From an optimization exercise on the open Yosys and OpenROAD flow, aimed at small area; shortcuts taken in it are not production practice.
Function was checked by simulation only, so behaviour that the tests miss may differ from the original.
No activity file was given, so power comes from the tool's default toggle rates. The flow treats the clock pin as an ideal source, which a real chip does not have.

== run 1 ==
==> flow/design.v <==
`default_nettype none
module memcpy_job_queue #(
  parameter int ADDR_WIDTH     = 64,
  parameter int DEPTH_LOG2     = 2,
  parameter int DONE_GUARD     = 2,
  parameter int TIMEOUT_CYCLES = 1048576
) (
  input  logic                  clk,
  input  logic                  rst,
  input  logic                  job_valid,
  output logic                  job_ready,
  input  logic [ADDR_WIDTH-1:0] job_src_addr,
  input  logic [ADDR_WIDTH-1:0] job_tgt_addr,
  input  logic [63:0]           job_len,
  input  logic [7:0]            job_tag,
  output logic [ADDR_WIDTH-1:0] memcpy_src_addr,
  output logic [ADDR_WIDTH-1:0] memcpy_tgt_addr,
  output logic [63:0]           memcpy_len,
  output logic                  memcpy_start,
  input  logic                  memcpy_done,
  output logic                  cmpl_valid,
  input  logic                  cmpl_ready,
  output logic [7:0]            cmpl_tag,
  output logic [1:0]            cmpl_status,
  output logic [DEPTH_LOG2:0]   queue_level,
  output logic                  busy,
  output logic [31:0]           cmpl_count
);
  localparam int                  DEPTH      = 1 << DEPTH_LOG2;
  localparam logic [DEPTH_LOG2:0] FULL_LEVEL = (DEPTH_LOG2+1)'(DEPTH);
  localparam logic [1:0] ST_OK      = 2'b00;
  localparam logic [1:0] ST_ZERO    = 2'b01;
  localparam logic [1:0] ST_TIMEOUT = 2'b10;
  localparam logic [2:0] S_IDLE      = 3'b000;
  localparam logic [2:0] S_LAUNCH    = 3'b001;
  localparam logic [2:0] S_ARM       = 3'b010;
  localparam logic [2:0] S_WAIT_DONE = 3'b011;
  localparam logic [2:0] S_COMPLETE  = 3'b100;
  logic [2:0] state, state_next;
  localparam int W = 2*ADDR_WIDTH + 64;
  logic [W-1:0]          fifo_dat [DEPTH];
  logic [7:0]            fifo_tag [DEPTH];
  logic [DEPTH-1:0]      fifo_zero;
  logic [DEPTH_LOG2-1:0] wr_ptr, rd_ptr;
  logic [DEPTH_LOG2:0]   level_next;
  logic                  push, pop, load;
  logic        job_zero_q;    
  logic [7:0]  job_tag_q;
  logic        guard_done;
  logic        timeout;
  logic        enter_cmpl;
  logic [1:0]  status_next;
  logic s_idle, s_launch, s_arm, s_wait, s_cmpl;
  assign s_idle   = (state == S_IDLE);
  assign s_launch = (state == S_LAUNCH);
  assign s_arm    = (state == S_ARM);
  assign s_wait   = (state == S_WAIT_DONE);
  assign s_cmpl   = (state == S_COMPLETE);
  assign push       = job_valid & job_ready;
  assign pop        = s_idle && (queue_level != '0);
  assign load       = |op_sel;
  assign level_next = queue_level + (DEPTH_LOG2+1)'(push) - (DEPTH_LOG2+1)'(pop);
  assign cmpl_valid = s_cmpl;
  assign busy       = !s_idle || (queue_level != '0);
  assign memcpy_start = s_launch && !job_zero_q;
  always_ff @(posedge clk) begin
    if (push) begin
      fifo_dat[wr_ptr]  <= {job_src_addr, job_tgt_addr, job_len};
      fifo_tag[wr_ptr]  <= job_tag;
      fifo_zero[wr_ptr] <= (job_len == '0);
    end
    if (pop) begin
      job_zero_q <= !load;
      job_tag_q  <= fifo_tag[rd_ptr];
    end
  end
  logic [DEPTH-1:0] op_sel, op_sel_next;
  logic             op_hold;
  logic [W-1:0]     op_next;
  always_comb begin
    op_hold = !(|op_sel);
    op_next = {W{op_hold}} & {memcpy_src_addr, memcpy_tgt_addr, memcpy_len};
    for (int i = 0; i < DEPTH; i++)
      op_next = op_next | ({W{op_sel[i]}} & fifo_dat[i]);
    if (rst) op_next = '0;
  end
  always_ff @(posedge clk) begin
    {memcpy_src_addr, memcpy_tgt_addr, memcpy_len} <= op_next;
  end
  logic [DEPTH_LOG2-1:0] rd_ptr_next;
  logic                  zero_next;
  assign rd_ptr_next = rd_ptr + DEPTH_LOG2'(pop);
  assign zero_next   = (push && wr_ptr == rd_ptr_next) ? (job_len == '0) : fifo_zero[rd_ptr_next];
  always_comb begin
    for (int i = 0; i < DEPTH; i++)
      op_sel_next[i] = !rst && (state_next == S_IDLE) && (level_next != '0) && !zero_next
                       && (rd_ptr_next == DEPTH_LOG2'(i));
  end
  always_ff @(posedge clk) begin
    op_sel <= op_sel_next;
  end
  always_ff @(posedge clk) begin
    if (rst) begin
      wr_ptr      <= '0;
      rd_ptr      <= '0;
      queue_level <= '0;
      job_ready   <= 1'b0;
    end else begin
      if (push) wr_ptr <= wr_ptr + DEPTH_LOG2'(1);
      if (pop)  rd_ptr <= rd_ptr + DEPTH_LOG2'(1);
      queue_level <= level_next;
      job_ready   <= (level_next != FULL_LEVEL);
    end
  end
  logic [19:0] to_lfsr;
  always_ff @(posedge clk) begin
    if (s_launch) to_lfsr <= '0;
    else          to_lfsr <= {to_lfsr[18:0], ~(to_lfsr[19] ^ to_lfsr[16])};
  end
  assign guard_done = to_lfsr[0];
  assign timeout    = s_wait && (to_lfsr == '0);
  always_comb begin
    state_next  = state;
    status_next = ST_OK;
    enter_cmpl  = 1'b0;
    case (state)
      S_IDLE: begin
        if (pop) state_next = S_LAUNCH;
      end
      S_LAUNCH: begin
        if (job_zero_q) begin
          status_next = ST_ZERO;
          state_next  = S_COMPLETE;
          enter_cmpl  = 1'b1;
        end else begin
          state_next  = S_ARM;
        end
      end
      S_ARM: begin
        if (guard_done) state_next = S_WAIT_DONE;
      end
      S_WAIT_DONE: begin
        if (memcpy_done) begin
          status_next = ST_OK;
          state_next  = S_COMPLETE;
          enter_cmpl  = 1'b1;
        end else if (timeout) begin
          status_next = ST_TIMEOUT;
          state_next  = S_COMPLETE;
          enter_cmpl  = 1'b1;
        end
      end
      S_COMPLETE: begin
        if (cmpl_ready) state_next = S_IDLE;
      end
      default: state_next = S_IDLE;
    endcase
  end
  always_ff @(posedge clk) begin
    if (rst) state <= S_IDLE;
    else     state <= state_next;
  end
  always_ff @(posedge clk) begin
    if (rst) begin
      cmpl_tag    <= '0;
      cmpl_status <= '0;
      cmpl_count  <= '0;
    end else begin
      if (enter_cmpl) begin
        cmpl_tag    <= job_tag_q;
        cmpl_status <= status_next;
      end
      if (s_cmpl && cmpl_ready) begin
        cmpl_count <= cmpl_count + 32'd1;
      end
    end
  end
endmodule
`default_nettype wire
Settings: LEC_CHECK=0, CAP_MARGIN=20, CORE_MARGIN=2, CORE_UTILIZATION=65, CTS_BUF_LIST=sky130_fd_sc_hd__clkbuf_16, CTS_CLUSTER_DIAMETER=200, CTS_CLUSTER_SIZE=30, SLEW_MARGIN=20; clock period 5.0 ns.
standard.sh (not shown) runs the stock make flow with config.mk's settings and CLKGATE_MAP_FILE= SYNTH_SCRIPT=/design/flow/synth_recipe.tcl, a recipe that flattens the netlist after the stock synthesis.
==> flow/flow/run.sh <==
#!/bin/bash
set -euo pipefail
rm -rf scripts_area
cp -r "$FLOW_HOME/scripts" scripts_area
cp flow/abc_area.script scripts_area/abc_speed.script
bash standard.sh SCRIPTS_DIR="$PWD/scripts_area" synth > synth.log 2>&1
export BUFFER_PORTS_ARGS="-buffer_cell sky130_fd_sc_hd__buf_1"
bash standard.sh > layout.log 2>&1
==> flow/flow/abc_area.script <==
&get -n
&st
&dch
&nf -R 1000 -p
&st
&syn2
&if -g -K 6
&synch2
&nf -R 1000 -p
&st
&dch
&nf -R 1000 -p
&put
Edits applied to the flow inputs when going from run 1 to run 2:
--- a/flow/design.v
+++ b/flow/design.v
@@ -113,13 +113,13 @@
     end
   end
   logic [19:0] to_lfsr;
   always_ff @(posedge clk) begin
     if (s_launch) to_lfsr <= '0;
-    else          to_lfsr <= {to_lfsr[18:0], ~(to_lfsr[19] ^ to_lfsr[16])};
+    else          to_lfsr <= {~to_lfsr[18:0], to_lfsr[19] ^ to_lfsr[16]};
   end
-  assign guard_done = to_lfsr[0];
+  assign guard_done = to_lfsr[1];
   assign timeout    = s_wait && (to_lfsr == '0);
   always_comb begin
     state_next  = state;
     status_next = ST_OK;
     enter_cmpl  = 1'b0;
--- outcome ---
Run 2: total power 0.36% above run 1
When run 2 is measured against run 1, its combined buffer and inverter count along the critical path turns out 2 lower.
Taking run 2 over run 1, the fmax ratio works out to 0.941.
As far as proportion of synthesized area in mux cells is concerned, run 2 and run 1 perform about the same.
Core utilization: run 2 vs run 1 — no meaningful difference
In run 2, the critical path depth came out 5 above the value in run 1.
For leakage component of the power, run 1 and run 2 come out practically identical.

========
Setup of pepper:
Another version of the RTL of memcpy_job_queue (not shown whole).
Size in the first run: about 1900 cells after synthesis, roughly 1100 flip-flops, about 450 I/O pins, ~35000 sq um of cells after synthesis.
==> module memcpy_job_queue, before the edit <==
module memcpy_job_queue #(
  parameter int ADDR_WIDTH     = 64,
  parameter int DEPTH_LOG2     = 2,
  parameter int DONE_GUARD     = 2,
  parameter int TIMEOUT_CYCLES = 1048576
) (
  input  logic                  clk,
  input  logic                  rst,
  input  logic                  job_valid,
  output logic                  job_ready,
  input  logic [ADDR_WIDTH-1:0] job_src_addr,
  input  logic [ADDR_WIDTH-1:0] job_tgt_addr,
  input  logic [63:0]           job_len,
  input  logic [7:0]            job_tag,
  output logic [ADDR_WIDTH-1:0] memcpy_src_addr,
  output logic [ADDR_WIDTH-1:0] memcpy_tgt_addr,
  output logic [63:0]           memcpy_len,
  output logic                  memcpy_start,
  input  logic                  memcpy_done,
  output logic                  cmpl_valid,
  input  logic                  cmpl_ready,
  output logic [7:0]            cmpl_tag,
  output logic [1:0]            cmpl_status,
  output logic [DEPTH_LOG2:0]   queue_level,
  output logic                  busy,
  output logic [31:0]           cmpl_count
);
  localparam int                  DEPTH      = 1 << DEPTH_LOG2;
  localparam logic [DEPTH_LOG2:0] FULL_LEVEL = (DEPTH_LOG2+1)'(DEPTH);
  localparam logic [1:0] ST_OK      = 2'b00;
  localparam logic [1:0] ST_ZERO    = 2'b01;
  localparam logic [1:0] ST_TIMEOUT = 2'b10;
  localparam logic [2:0] S_IDLE      = 3'b000;
  localparam logic [2:0] S_LAUNCH    = 3'b001;
  localparam logic [2:0] S_ARM       = 3'b010;
  localparam logic [2:0] S_WAIT_DONE = 3'b011;
  localparam logic [2:0] S_COMPLETE  = 3'b100;
  logic [2:0] state, state_next;
  localparam int W = 2*ADDR_WIDTH + 64;
  logic [W-1:0]          fifo_dat [DEPTH];
  logic [7:0]            fifo_tag [DEPTH];
  logic [DEPTH-1:0]      fifo_zero;
  logic [DEPTH_LOG2-1:0] wr_ptr;
  logic [DEPTH-1:0]      rd_oh;      
  logic [DEPTH_LOG2:0]   level_next;
  logic                  push, pop, load;
  logic [DEPTH-1:0]      pop_sel, op_sel;
  logic        job_zero_q;    
  logic [7:0]  job_tag_q;
  logic        guard_done;
  logic        timeout;
  logic        enter_cmpl;
  logic [1:0]  status_next;
  logic s_idle, s_launch, s_wait, s_cmpl;
  assign s_idle   = (state == S_IDLE);
  assign s_launch = (state == S_LAUNCH);
  assign s_wait   = (state == S_WAIT_DONE);
  assign s_cmpl   = (state == S_COMPLETE);
  assign push       = job_valid & job_ready;
  assign pop        = s_idle && (queue_level != '0);
  assign load       = |op_sel;
  assign level_next = queue_level + (DEPTH_LOG2+1)'(push) - (DEPTH_LOG2+1)'(pop);
  assign cmpl_valid = s_cmpl;
  assign busy       = !s_idle || (queue_level != '0);
  assign memcpy_start = s_launch && !job_zero_q;
  always_ff @(posedge clk) begin
    if (push) begin
      fifo_dat[wr_ptr]  <= {job_src_addr, job_tgt_addr, job_len};
      fifo_tag[wr_ptr]  <= job_tag;
      fifo_zero[wr_ptr] <= (job_len == '0);
    end
  end
  always_ff @(posedge clk) begin
    job_zero_q <= !load;
  end
  logic             op_hold, op_keep;
  logic [DEPTH-1:0] op_take;
  logic [W-1:0]     op_next;
  logic [7:0]       tag_next;
  always_comb begin
    pop_sel = rd_oh & {DEPTH{pop}};
    op_sel  = pop_sel & ~fifo_zero;    
    op_hold = !(|op_sel);
    op_take = op_sel & {DEPTH{!rst}};
    op_keep = op_hold && !rst;
    op_next = (({W{op_take[0]}} & fifo_dat[0]) | ({W{op_take[1]}} & fifo_dat[1])
               | ({W{op_take[2]}} & fifo_dat[2]))
            | (({W{op_take[3]}} & fifo_dat[3])
               | ({W{op_keep}} & {memcpy_src_addr, memcpy_tgt_addr, memcpy_len}));
    tag_next = (({8{pop_sel[0]}} & fifo_tag[0]) | ({8{pop_sel[1]}} & fifo_tag[1])
                | ({8{pop_sel[2]}} & fifo_tag[2]))
             | (({8{pop_sel[3]}} & fifo_tag[3]) | ({8{!pop}} & job_tag_q));
  end
  always_ff @(posedge clk) begin
    {memcpy_src_addr, memcpy_tgt_addr, memcpy_len} <= op_next;
    job_tag_q <= tag_next;
  end
  always_ff @(posedge clk) begin
    if (rst) begin
      wr_ptr      <= '0;
      rd_oh       <= DEPTH'(1);
      queue_level <= '0;
      job_ready   <= 1'b0;
    end else begin
      if (push) wr_ptr <= wr_ptr + DEPTH_LOG2'(1);
      if (pop)  rd_oh  <= {rd_oh[DEPTH-2:0], rd_oh[DEPTH-1]};
      queue_level <= level_next;
      job_ready   <= (level_next != FULL_LEVEL);
    end
  end
  logic [19:0] to_lfsr;
  always_ff @(posedge clk) begin
    if (s_launch) to_lfsr <= '0;
    else          to_lfsr <= {~to_lfsr[18:0], to_lfsr[19] ^ to_lfsr[16]};
  end
  assign guard_done = to_lfsr[1];
  assign timeout    = s_wait && (to_lfsr == '0);
  always_comb begin
    state_next  = state;
    status_next = ST_OK;
    enter_cmpl  = 1'b0;
    case (state)
      S_IDLE: begin
        if (pop) state_next = S_LAUNCH;
      end
      S_LAUNCH: begin
        if (job_zero_q) begin
          status_next = ST_ZERO;
          state_next  = S_COMPLETE;
          enter_cmpl  = 1'b1;
        end else begin
          state_next  = S_ARM;
        end
      end
      S_ARM: begin
        if (guard_done) state_next = S_WAIT_DONE;
      end
      S_WAIT_DONE: begin
        if (memcpy_done) begin
          status_next = ST_OK;
          state_next  = S_COMPLETE;
          enter_cmpl  = 1'b1;
        end else if (timeout) begin
          status_next = ST_TIMEOUT;
          state_next  = S_COMPLETE;
          enter_cmpl  = 1'b1;
        end
      end
      S_COMPLETE: begin
        if (cmpl_ready) state_next = S_IDLE;
      end
      default: state_next = S_IDLE;
    endcase
  end
  always_ff @(posedge clk) begin
    if (rst) state <= S_IDLE;
    else     state <= state_next;
  end
  logic [31:0] cnt_all;    
  logic [31:0] cnt_next;
  logic        cnt_inc;
  assign cnt_inc    = s_cmpl && cmpl_ready;
  assign cnt_all[0] = 1'b1;
  for (genvar i = 1; i < 32; i++) begin : g_cnt_all
    assign cnt_all[i] = cnt_all[i-1] & cmpl_count[i-1];
  end
  assign cnt_next = cmpl_count ^ ({32{cnt_inc}} & cnt_all);
  always_ff @(posedge clk) begin
    if (rst) begin
      cmpl_tag    <= '0;
      cmpl_status <= '0;
      cmpl_count  <= '0;
    end else begin
      if (enter_cmpl) begin
        cmpl_tag    <= job_tag_q;
        cmpl_status <= status_next;
      end
      cmpl_count <= cnt_next;
    end
  end
endmodule
Settings: LEC_CHECK=0, CAP_MARGIN=20, CORE_MARGIN=2, CORE_UTILIZATION=65, CTS_BUF_LIST=sky130_fd_sc_hd__clkbuf_16, CTS_CLUSTER_DIAMETER=200, CTS_CLUSTER_SIZE=30, SLEW_MARGIN=20; clock period 5.0 ns.
==> flow/flow/run.sh <==
#!/bin/bash
# Layout flow: the standard flow (standard.sh) with changes that only
# affect cell area:
#  - synthesis maps the logic with the area-oriented ABC script flow/abc_area.script
#    (registers, their names and cell types are those of the standard synthesis);
#  - the port buffers are the smallest buffer cell, sky130_fd_sc_hd__buf_1;
#  - clock-tree synthesis clusters up to 30 sinks per clkbuf_16 leaf buffer and
#    adds no dummy loads.
# Each step's full output goes to a log file in this folder (and ORFS's own
# per-step logs under orfs/logs/).
set -euo pipefail
rm -rf scripts_area
cp -r "$FLOW_HOME/scripts" scripts_area
cp flow/abc_area.script scripts_area/abc_speed.script
bash standard.sh SCRIPTS_DIR="$PWD/scripts_area" synth > synth.log 2>&1
export BUFFER_PORTS_ARGS="-buffer_cell sky130_fd_sc_hd__buf_1"
export CTS_ARGS="-sink_clustering_enable -repair_clock_nets -sink_clustering_size 30 -sink_clustering_max_diameter 200 -buf_list sky130_fd_sc_hd__clkbuf_16 -dont_use_dummy_load"
bash standard.sh > layout.log 2>&1
==> flow/flow/abc_area.script <==
&get -n
&st
&dch
&nf -R 1000 -p
&put
## Diff of input files: zinc against pepper
-- flow/design.v --
<<< pepper, line 46
  logic [DEPTH_LOG2:0]   level_next;
  logic                  push, pop, load;
  logic [DEPTH-1:0]      pop_sel, op_sel;
  logic        job_zero_q;    
  logic [7:0]  job_tag_q;
>>> zinc, line 46
  logic [DEPTH_LOG2:0]   level_next;
  logic                  push, pop, load;
  logic        job_zero_q;    
  logic [7:0]  job_tag_q;
<<< pepper, line 53
  logic        enter_cmpl;
  logic [1:0]  status_next;
  logic s_idle, s_launch, s_wait, s_cmpl;
  assign s_idle   = (state == S_IDLE);
  assign s_launch = (state == S_LAUNCH);
  assign s_wait   = (state == S_WAIT_DONE);
  assign s_cmpl   = (state == S_COMPLETE);
>>> zinc, line 52
  logic        enter_cmpl;
  logic [1:0]  status_next;
  logic s_idle, s_launch, s_arm, s_wait, s_cmpl;
  assign s_idle   = (state == S_IDLE);
  assign s_launch = (state == S_LAUNCH);
  assign s_arm    = (state == S_ARM);
  assign s_wait   = (state == S_WAIT_DONE);
  assign s_cmpl   = (state == S_COMPLETE);
<<< pepper, line 75
    job_zero_q <= !load;
  end
  logic             op_hold, op_keep;
  logic [DEPTH-1:0] op_take;
>>> zinc, line 75
    job_zero_q <= !load;
  end
  logic [DEPTH-1:0] pop_sel, op_sel;
  logic             op_hold, op_keep;
  logic [DEPTH-1:0] op_take;
<<< pepper, line 158
    else     state <= state_next;
  end
  logic [31:0] cnt_all;    
  logic [31:0] cnt_next;
  logic        cnt_inc;
  assign cnt_inc    = s_cmpl && cmpl_ready;
  assign cnt_all[0] = 1'b1;
  for (genvar i = 1; i < 32; i++) begin : g_cnt_all
    assign cnt_all[i] = cnt_all[i-1] & cmpl_count[i-1];
  end
  assign cnt_next = cmpl_count ^ ({32{cnt_inc}} & cnt_all);
  always_ff @(posedge clk) begin
    if (rst) begin
>>> zinc, line 159
    else     state <= state_next;
  end
  logic [31:0] cnt_all;
  logic [31:0] cnt_next;
  logic        cnt_inc;
  always_comb begin
    cnt_inc    = s_cmpl && cmpl_ready;
    cnt_all[0] = 1'b1;
    for (int i = 1; i < 32; i++)
      cnt_all[i] = cnt_all[i-1] & cmpl_count[i-1];
    for (int i = 0; i < 32; i++)
      cnt_next[i] = cmpl_count[i] ^ (cnt_inc & cnt_all[i]);
  end
  always_ff @(posedge clk) begin
    if (rst) begin
Notes after the runs:
Shortest clock period the worst path allows after layout for zinc is lower than for pepper. In zinc, wire length of the first global-routing pass is lower than in pepper. Routed wire length (higher): pepper. zinc against pepper: clock power share now larger; core utilization comparable. For final cell area excluding filler cells, zinc and pepper come out practically identical. Comparing pepper and zinc, worst-case setup margin in the final layout is higher on zinc. Total global routing overflow: pepper vs zinc identical. As far as mean number of vias per cell is concerned, zinc and pepper perform about the same. [compare] base=pepper new=zinc: number of buffers other than clock buffers in the final layout barely changed, total standard cell area after synthesis held steady, layout net count essentially unchanged. Taking pepper as the reference point, the number of cells traversed by the worst register-to-register path of zinc rises by 4.5%. Comparing pepper and zinc, the lower ratio of final minimum period to clock period is on zinc.

[afterwards: timing with drivers on the ports]
No port has a modelled driver above. Below, the same layouts with a new extraction and two added sets of constraints.
Step 1 (the two cells are an assumption about what drives the block):
set clk [get_ports {clk}]
set_driving_cell -lib_cell sky130_fd_sc_hd__clkbuf_16 $clk
set_driving_cell -lib_cell sky130_fd_sc_hd__buf_2 [delete_from_list [all_inputs] $clk]
Step 2 adds t to the input delays and takes it off the output delays; t is the mean of the earliest and latest rising clock arrival at the registers after step 1. Input paths then give back, and output paths get back, about the clock's delay inside the block.
Slacks: ideal ports / drivers / drivers and shift; pairs: ideal ports / drivers.
| run | t (ns) | slack for setup (ns) | latest minus earliest clock arrival (ns) |
|---|---|---|---|
| run 1 | 0.662 | 1.986 / 1.927 / 1.573 | 0.034 / 0.034 |
| run 2 | 0.659 | 1.796 / 1.796 / 1.235 | 0.036 / 0.035 |
| pepper | 0.657 | 0.371 / 0.371 / -0.104 | 0.025 / 0.025 |
| zinc | 0.661 | 0.405 / 0.405 / -0.053 | 0.028 / 0.029 |
Met with ideal ports but missed after step 2: setup timing in pepper and zinc. For run 2, which loses most, drivers alone change the setup slack by 0.000 ns; drivers and shift together by -0.561 ns.
